This is an optimization exercise on Yosys and OpenROAD, whose aim is small area, a short achievable clock period and few clock cycles, not a production implementation.
At most, simulation tests tie the RTL to the original design; equivalence was not proved.

==> inputs of job 5470 <==
==> flow/design.v <==
`default_nettype none
package ellipse_pkg;
  localparam int COORD_BITS = 12;               
  localparam int RAD_BITS   = COORD_BITS - 1;   
  typedef logic signed [COORD_BITS-1:0] coord_t;
  typedef logic [RAD_BITS-1:0] rad_t;
  typedef logic [2*RAD_BITS-1:0] sq_t;
  typedef logic [3*RAD_BITS-1:0] prod_t;
  typedef logic signed [3*RAD_BITS+1:0] err_t;
  typedef enum logic [2:0] {
    idle,    
    point,   
    setup,   
    arc,     
    flat,    
    done     
  } ctrl_state_t;
endpackage
`default_nettype wire
`default_nettype none
module ellipse_generator (
  input  logic        clk,
  input  logic        reset,
  input  logic        enable,
  input  logic        run,
  input  logic        ena_pause,
  input  logic [1:0]  quadrant,
  input  logic [11:0] xc,
  input  logic [11:0] yc,
  input  logic [11:0] xr,
  input  logic [11:0] yr,
  output logic        busy,
  output logic        pixel_data_rdy,
  output logic        ellipse_complete,
  output logic [11:0] x_coord,
  output logic [11:0] y_coord
);
  localparam int ST_IDLE  = 0;
  localparam int ST_POINT = 1;
  localparam int ST_PASS  = 2;
  localparam int ST_I1    = 3;
  localparam int ST_I2    = 4;
  localparam int ST_ARC   = 5;
  localparam int ST_FLAT  = 6;
  localparam int ST_DONE  = 7;
  localparam int ST_H2    = 8;    
  logic [8:0]         st;         
  logic               half;       
  logic signed [11:0] rm, rn;     
  logic [11:0]        cxr, cyr;   
  logic [1:0]         quad;
  logic [3:0]         cnt;        
  logic signed [11:0] lx, ly;     
  logic signed [34:0] P;          
  logic               alpha_r, beta_r;
  logic signed [34:0] A;          
  logic signed [34:0] B;          
  logic signed [22:0] R;          
  logic signed [23:0] S;          
  logic signed [24:0] G;          
  logic valid, step;
  logic valid_out;                
  logic [11:0] x_next, y_next;
  assign valid = (st[ST_POINT]) || (st[ST_ARC]) || (st[ST_FLAT]);
  assign step  = enable && !(ena_pause && valid_out);
  assign pixel_data_rdy   = valid_out && !ena_pause;
  assign ellipse_complete = (st[ST_DONE]) && (!valid_out || (enable && !ena_pause));
  assign busy             = run || !((st[ST_IDLE]) || ellipse_complete);
  always_ff @(posedge clk or posedge reset) begin
    if (reset) begin
      valid_out <= 1'b0;
    end else if (step) begin
      valid_out <= valid;
    end
  end
  always_ff @(posedge clk) begin
    if (step) begin
      x_coord <= x_next;
      y_coord <= y_next;
    end
  end
  logic [11:0] u, v;
  assign u = half ? ly : lx;
  assign v = half ? lx : ly;
  logic [11:0] ux, vx;
  assign ux = u ^ {12{quad[0]}};
  assign vx = v ^ {12{quad[1]}};
  bk_add #(12) add_x (.a(cxr), .b(ux), .ci(quad[0]), .s(x_next));
  bk_add #(12) add_y (.a(cyr), .b(vx), .ci(quad[1]), .s(y_next));
  function automatic logic [1:0] half_kind(input logic signed [11:0] m, input logic signed [11:0] n);
    if (m >= 12'sd2) half_kind = 2'd2;
    else if ((n < 12'sd2) && (m >= 12'sd0)) half_kind = 2'd1;
    else half_kind = 2'd0;
  endfunction
  function automatic logic [3:0] top_bit(input logic [10:0] x);
    top_bit = 4'd0;
    for (int i = 0; i < 11; i++) if (x[i]) top_bit = i[3:0];
  endfunction
  logic [1:0]  k_acc, k_acc2, k_sw;
  logic        acc_swap;           
  logic        start_now;          
  logic [1:0]  start_kind;
  logic [11:0] start_n;            
  logic [3:0]  start_cnt;
  logic [12:0] start_3n;
  assign k_acc    = half_kind(xr, yr);
  assign k_acc2   = half_kind(yr, xr);
  assign k_sw     = half_kind(rn, rm);
  assign acc_swap = !(xr == 12'd0 && yr == 12'd0) && (k_acc == 2'd0);
  logic               dx;          
  logic               en_next;     
  logic signed [11:0] ly_step, lx_step;
  logic               flat_next;
  logic               half_end;    
  assign dx        = !P[34];
  logic        b_top_ones;
  logic        ge_g, ge_r;
  assign b_top_ones = &B[34:24];
  logic [25:0] cb, cg, cr, dg, dr;
  assign cb = {B[24], B[24:0]};
  assign cg = ~{G[24], G};
  assign cr = ~{{3{R[22]}}, R};
  bk_add #(26) cmp_add_g (.a(cb), .b(cg), .ci(1'b1), .s(dg));
  bk_add #(26) cmp_add_r (.a(cb), .b(cr), .ci(1'b1), .s(dr));
  assign ge_g    = !dg[25];
  assign ge_r    = !dr[25];
  assign en_next = !B[34] || (b_top_ones && (dx ? ge_g : ge_r));
  assign ly_step   = dx ? ly : ly - 12'sd1;
  assign lx_step   = lx + 12'sd1;
  logic flat_x, flat_d, lx_ok;
  assign lx_ok     = (lx < rm);
  assign flat_x    = (ly < 12'sd2) && lx_ok;
  assign flat_d    = (ly < 12'sd3) && (ly != -12'sd2048) && lx_ok;
  assign flat_next = dx ? flat_x : flat_d;
  assign half_end  = (st[ST_ARC])  ? (!en_next && !flat_next) :
                     (st[ST_FLAT]) ? (lx == rm) : 1'b0;
  assign start_n   = (st[ST_IDLE] || st[ST_DONE]) ? (acc_swap ? xr : yr) : rm;
  assign start_cnt = (st[ST_IDLE] || st[ST_DONE]) ? top_bit(xr[10:0] | yr[10:0])
                                                            : top_bit(rm[10:0] | rn[10:0]);
  assign start_3n  = {2'b00, start_n[10:0]} + {1'b0, start_n[10:0], 1'b0};
  logic [13:0] start_5n;
  assign start_5n  = {3'b000, start_n[10:0]} + {1'b0, start_n[10:0], 2'b00};
  always_ff @(posedge clk or posedge reset) begin
    if (reset) begin
      st <= 9'd1 << ST_IDLE;
      half  <= 1'b0;
    end else if (step) begin
      case (1'b1)
        st[ST_IDLE], st[ST_DONE]: begin
          if (run) begin
            half <= acc_swap;
            if (xr == 12'd0 && yr == 12'd0) st <= 9'd1 << ST_POINT;
            else if (k_acc == 2'd2) st <= 9'd1 << ST_PASS;
            else if (k_acc == 2'd1) st <= 9'd1 << ST_FLAT;
            else st <= (k_acc2 == 2'd2) ? (9'd1 << ST_PASS) : (k_acc2 == 2'd1) ? (9'd1 << ST_FLAT) : (9'd1 << ST_DONE);
          end else begin
            st <= 9'd1 << ST_IDLE;
          end
        end
        st[ST_POINT]: st <= 9'd1 << ST_DONE;
        st[ST_H2]: st <= (k_sw == 2'd2) ? (9'd1 << ST_PASS) : (k_sw == 2'd1) ? (9'd1 << ST_FLAT) : (9'd1 << ST_DONE);
        st[ST_PASS]:  if (cnt == 4'd0) st <= 9'd1 << ST_I1;
        st[ST_I1]:    st <= 9'd1 << ST_I2;
        st[ST_I2]:    st <= 9'd1 << ST_ARC;
        st[ST_ARC], st[ST_FLAT]: begin
          if (half_end) begin
            if (!half) begin
              half  <= 1'b1;
              st <= 9'd1 << ST_H2;
            end else begin
              st <= 9'd1 << ST_DONE;
            end
          end else if (st[ST_ARC] && !en_next) begin
            st <= 9'd1 << ST_FLAT;
          end
        end
        default: st <= 9'd1 << ST_IDLE;
      endcase
    end
  end
  always_ff @(posedge clk) begin
    if (step) begin
      alpha_r <= (bit_i < 4'd12) && bit_m[bit_i];
      beta_r  <= (bit_i < 4'd12) && bit_n[bit_i];
    end
  end
  logic alpha, beta;              
  assign alpha = alpha_r;
  assign beta  = beta_r;
  logic [3:0] cnt_next;
  logic [11:0] bit_m, bit_n;      
  logic [3:0]  bit_i;
  assign cnt_next = cnt - 4'd1;
  logic        alpha0, beta0;     
  always_comb begin
    if (st[ST_IDLE] || st[ST_DONE]) begin
      bit_m = acc_swap ? yr : xr;
      bit_n = acc_swap ? xr : yr;
      bit_i = start_cnt - 4'd1;
    end else if (st[ST_PASS]) begin
      bit_m = rm;
      bit_n = rn;
      bit_i = cnt_next;
    end else begin
      bit_m = rn;
      bit_n = rm;
      bit_i = start_cnt - 4'd1;
    end
  end
  logic        start_arc;         
  assign start_arc = (st[ST_IDLE] || st[ST_DONE]) ? (acc_swap ? (k_acc2 == 2'd2) : (k_acc == 2'd2))
                                                            : (k_sw == 2'd2);
  assign alpha0 = start_arc && bit_m[start_cnt];
  assign beta0  = start_arc && bit_n[start_cnt];
  logic signed [34:0] nz, nzi;     
  assign nz  = 35'(rn[10:0]);
  assign nzi = ~nz;
  logic signed [34:0] p1, p2, p2a, a1, a2, b1, b2, b2a, sumP, sumA, sumB;
  logic               pc, ac;
  logic signed [24:0] r1, r2, sumR;
  logic               rc;
  always_comb begin
    p1 = P; p2a = B; pc = 1'b0;
    a1 = A; a2 = 35'(R) <<< 1; ac = 1'b0;
    b1 = B; b2a = 35'(S) <<< 1;
    r1 = {R, 2'b00}; r2 = '0; rc = 1'b0;
    case (1'b1)
      st[ST_PASS]: begin
        p1 = P <<< 1;
        p2a = alpha ? 35'(G) : nzi;
        pc = !alpha;
        a1 = A <<< 2;
        a2 = alpha ? ~{22'd0, lx[10:0], 2'b01} : 35'sd0;
        ac = alpha;
        b1 = B <<< 2;
        b2a = alpha ? P : 35'sd0;
        r1 = 25'({R, 2'b00});
        r2 = beta ? ~{12'd0, ly[10:0], 2'b01} : 25'sd0;
        rc = beta;
      end
      st[ST_I1]: begin
        p1 = B;
        p2a = 35'(R);
        b1 = B <<< 1;
        b2a = 35'(R);
        r1 = A[24:0];
        r2 = 25'(R);
      end
      st[ST_I2]: begin
        p1 = P;
        p2a = A >>> 2;
        pc = rm[0];
        a1 = 35'(R);
        a2 = 35'(R) <<< 1;
        b1 = B;
        b2a = 35'(S) <<< 1;
        r1 = A[24:0];
        r2 = 25'(S);
      end
      default: ;
    endcase
  end
  logic dxw;
  assign dxw = st[ST_ARC] && dx;
  assign p2 = dxw ? A : p2a;
  assign b2 = dxw ? (35'(R) <<< 1) : b2a;
  bk_add #(35) add_p (.a(p1), .b(p2), .ci(pc), .s(sumP));
  bk_add #(35) add_a (.a(a1), .b(a2), .ci(ac), .s(sumA));
  bk_add #(35) add_b (.a(b1), .b(b2), .ci(1'b0), .s(sumB));
  bk_add #(25) add_r (.a(r1), .b(r2), .ci(rc), .s(sumR));
  always_ff @(posedge clk) begin
    if (step) begin
      case (1'b1)
        st[ST_IDLE], st[ST_DONE]: begin
          if (run) begin
            cxr  <= xc;
            cyr  <= yc;
            quad <= quadrant;
            lx   <= 12'(alpha0);
            ly   <= 12'(beta0);
            A    <= {35{alpha0}};
            B    <= alpha0 ? 35'(start_n[10:0]) : 35'sd0;
            R    <= {23{beta0}};
            P    <= alpha0 ? 35'(start_5n) : 35'(start_n[10:0]);
            G    <= 25'(start_3n);
            cnt  <= start_cnt - 4'd1;
            if (acc_swap) begin
              rm <= yr; rn <= xr;
            end else begin
              rm <= xr; rn <= yr;
            end
          end
        end
        st[ST_PASS]: begin
          P   <= sumP;
          A   <= sumA;
          B   <= sumB;
          R   <= sumR[22:0];
          lx  <= {lx[10:0], alpha};
          ly  <= {ly[10:0], beta};
          cnt <= cnt - 4'd1;
        end
        st[ST_I1]: begin
          P <= sumP;
          B <= sumB;
          S <= sumR[23:0];
        end
        st[ST_I2]: begin
          P  <= sumP;
          A  <= sumA;
          B  <= sumB;
          G  <= sumR;
          lx <= '0;
          ly <= rn;
        end
        st[ST_ARC]: begin
          lx <= lx_step;
          P  <= sumP;
          A  <= sumA;
          B  <= sumB;
          if (!dx) ly <= ly - 12'sd1;
          if (!en_next) begin
            if (flat_next) ly <= '0;
          end
        end
        st[ST_FLAT]: begin
          lx <= lx_step;
        end
        default: ;
      endcase
      if (st[ST_H2]) begin
        rm  <= rn;
        rn  <= rm;
        lx  <= 12'(alpha0);
        ly  <= 12'(beta0);
        A   <= {35{alpha0}};
        B   <= alpha0 ? 35'(start_n[10:0]) : 35'sd0;
        R   <= {23{beta0}};
        P   <= alpha0 ? 35'(start_5n) : 35'(start_n[10:0]);
        G   <= 25'(start_3n);
        cnt <= start_cnt - 4'd1;
      end
    end
  end
endmodule
`default_nettype wire
module bk_add #(parameter int N = 35) (
  input  logic [N-1:0] a,
  input  logic [N-1:0] b,
  input  logic         ci,
  output logic [N-1:0] s
);
  logic [N-1:0] p0, p, gg;
  always_comb begin
    p0 = a ^ b;
    p  = p0;
    gg = a & b;
    gg[0] = gg[0] | (p0[0] & ci);
    for (int i = 0; i < 6; i++) begin
      for (int j = 0; j < N; j++) begin
        if ((j % (2 ** (i + 1)) == 2 ** (i + 1) - 1) && (2 ** i < N)) begin
          gg[j] = gg[j] | (p[j] & gg[j - 2 ** i]);
          p[j]  = p[j] & p[j - 2 ** i];
        end
      end
    end
    for (int i = 5; i > 0; i--) begin
      for (int j = 0; j < N; j++) begin
        if ((j % (2 ** i) == 2 ** (i - 1) - 1) && (j >= 2 ** i) && (2 ** i < N)) begin
          gg[j] = gg[j] | (p[j] & gg[j - 2 ** (i - 1)]);
          p[j]  = p[j] & p[j - 2 ** (i - 1)];
        end
      end
    end
    s = p0 ^ {gg[N-2:0], ci};
  end
endmodule
==> flow/run.sh <==
#!/bin/bash
# synth_recipe.tcl (not shown) runs the flow's synth.tcl, then flattens the netlist and writes it again
# the make line also repeats each setting of config.mk as NAME=value (left out here)
make -C /OpenROAD-flow-scripts/flow DESIGN_CONFIG=/design/flow/config.mk WORK_HOME=/design/flow/orfs CLKGATE_MAP_FILE= SYNTH_SCRIPT=/design/flow/synth_recipe.tcl finish
==> flow/config.mk <==
export PLATFORM = sky130hd
export DESIGN_NAME = ellipse_generator
export DESIGN_NICKNAME = ellipse_generator
export VERILOG_FILES = /design/flow/design.v
export SDC_FILE = /design/flow/constraint.sdc
export NUM_CORES = 4
export LEC_CHECK = 0
export CAP_MARGIN = 20
export CORE_MARGIN = 2
export CORE_UTILIZATION = 55
export SETUP_SLACK_MARGIN = 3.5
export SLEW_MARGIN = 20
==> flow/constraint.sdc <==
create_clock -name core_clock -period 8.5 [get_ports {clk}]
set_input_delay 1.7000 -clock core_clock [delete_from_list [all_inputs] [get_ports {clk}]]
set_output_delay 1.7000 -clock core_clock [all_outputs]
set_load 0.01 [all_outputs]
==> inputs of job 6975, as changes to job 5470 <==
--- a/flow/design.v
+++ b/flow/design.v
@@ -44,6 +44,5 @@
   localparam int ST_FLAT  = 6;
   localparam int ST_DONE  = 7;
-  localparam int ST_H2    = 8;    
-  logic [8:0]         st;         
+  logic [7:0]         st;         
   logic               half;       
   logic signed [11:0] rm, rn;     
@@ -143,5 +142,5 @@
   always_ff @(posedge clk or posedge reset) begin
     if (reset) begin
-      st <= 9'd1 << ST_IDLE;
+      st <= 8'd1 << ST_IDLE;
       half  <= 1'b0;
     end else if (step) begin
@@ -150,30 +149,29 @@
           if (run) begin
             half <= acc_swap;
-            if (xr == 12'd0 && yr == 12'd0) st <= 9'd1 << ST_POINT;
-            else if (k_acc == 2'd2) st <= 9'd1 << ST_PASS;
-            else if (k_acc == 2'd1) st <= 9'd1 << ST_FLAT;
-            else st <= (k_acc2 == 2'd2) ? (9'd1 << ST_PASS) : (k_acc2 == 2'd1) ? (9'd1 << ST_FLAT) : (9'd1 << ST_DONE);
+            if (xr == 12'd0 && yr == 12'd0) st <= 8'd1 << ST_POINT;
+            else if (k_acc == 2'd2) st <= 8'd1 << ST_PASS;
+            else if (k_acc == 2'd1) st <= 8'd1 << ST_FLAT;
+            else st <= (k_acc2 == 2'd2) ? (8'd1 << ST_PASS) : (k_acc2 == 2'd1) ? (8'd1 << ST_FLAT) : (8'd1 << ST_DONE);
           end else begin
-            st <= 9'd1 << ST_IDLE;
+            st <= 8'd1 << ST_IDLE;
           end
         end
-        st[ST_POINT]: st <= 9'd1 << ST_DONE;
-        st[ST_H2]: st <= (k_sw == 2'd2) ? (9'd1 << ST_PASS) : (k_sw == 2'd1) ? (9'd1 << ST_FLAT) : (9'd1 << ST_DONE);
-        st[ST_PASS]:  if (cnt == 4'd0) st <= 9'd1 << ST_I1;
-        st[ST_I1]:    st <= 9'd1 << ST_I2;
-        st[ST_I2]:    st <= 9'd1 << ST_ARC;
+        st[ST_POINT]: st <= 8'd1 << ST_DONE;
+        st[ST_PASS]:  if (cnt == 4'd0) st <= 8'd1 << ST_I1;
+        st[ST_I1]:    st <= 8'd1 << ST_I2;
+        st[ST_I2]:    st <= 8'd1 << ST_ARC;
         st[ST_ARC], st[ST_FLAT]: begin
           if (half_end) begin
             if (!half) begin
               half  <= 1'b1;
-              st <= 9'd1 << ST_H2;
+              st <= (k_sw == 2'd2) ? (8'd1 << ST_PASS) : (k_sw == 2'd1) ? (8'd1 << ST_FLAT) : (8'd1 << ST_DONE);
             end else begin
-              st <= 9'd1 << ST_DONE;
+              st <= 8'd1 << ST_DONE;
             end
           end else if (st[ST_ARC] && !en_next) begin
-            st <= 9'd1 << ST_FLAT;
+            st <= 8'd1 << ST_FLAT;
           end
         end
-        default: st <= 9'd1 << ST_IDLE;
+        default: st <= 8'd1 << ST_IDLE;
       endcase
     end
@@ -329,5 +327,5 @@
         default: ;
       endcase
-      if (st[ST_H2]) begin
+      if (half_end && !half) begin
         rm  <= rn;
         rn  <= rm;
Settings changed: SETUP_SLACK_MARGIN 3.5 to 3.0.
==> comparison table <==
|  | job 5470 | job 6975 |
|---|---|---|
| Result of the run | finished clean | finished clean |
| Worst path max stage delay | 570 ps | 840 ps |
| GRT met3 Usage | 7.33% | 7.29% |
| Core utilization of the finished layout | 64.1% | 62.3% |
| R2r setup slk | 3510 ps | 3080 ps |
| Global-route wire length before repair | 140 mm | 142 mm |
| Metal1 wirelength | 39.7 mm | 39.3 mm |
| Parity-gate share of the synthesized area counting xor and xnor cells | 4.42% | 4.43% |
| Number of cells after detailed placement | 3660 | 3651 |
| Count of mapped cells out of synthesis | 3047 | 3048 |
| Starting Density | 55.8% | 55.9% |
| Fraction of area in multi-input gates | 56.6% | 57.4% |
Testbench counts of job 6975, summed over its fixed seeds: cycles 112,045.
For job 5470, only the layout was checked, not whether the RTL still works.

-- afterwards: timing with drivers on the ports --
The flow's constraints put no driver on any port. The routed layouts listed below were extracted and timed again, unchanged, in two steps.
Step 1 assumes that a clkbuf_16 drives the clock port and a buf_2 every other input.
Step 2 also shifts input and output timing later by t, the mid clock arrival at the registers, as if the neighbouring blocks saw the same clock.
a / b / c = ideal ports / drivers / drivers and shift; a / b = the first two.
run	t (ns)	setup slack, ns	hold slack, ns	worst slew at a driven data input, ns	pins driven straight from the clock port
job 5470	0.625	3.505 / 3.505 / 2.943	0.540 / 0.540 / 0.540	0.06	1
job 6975	0.636	3.078 / 3.077 / 2.573	0.561 / 0.561 / 0.561	0.08	1
After both steps every run listed still meets setup and hold. For job 5470, which loses most, drivers alone change the setup slack by 0.000 ns; drivers and shift together by -0.562 ns.
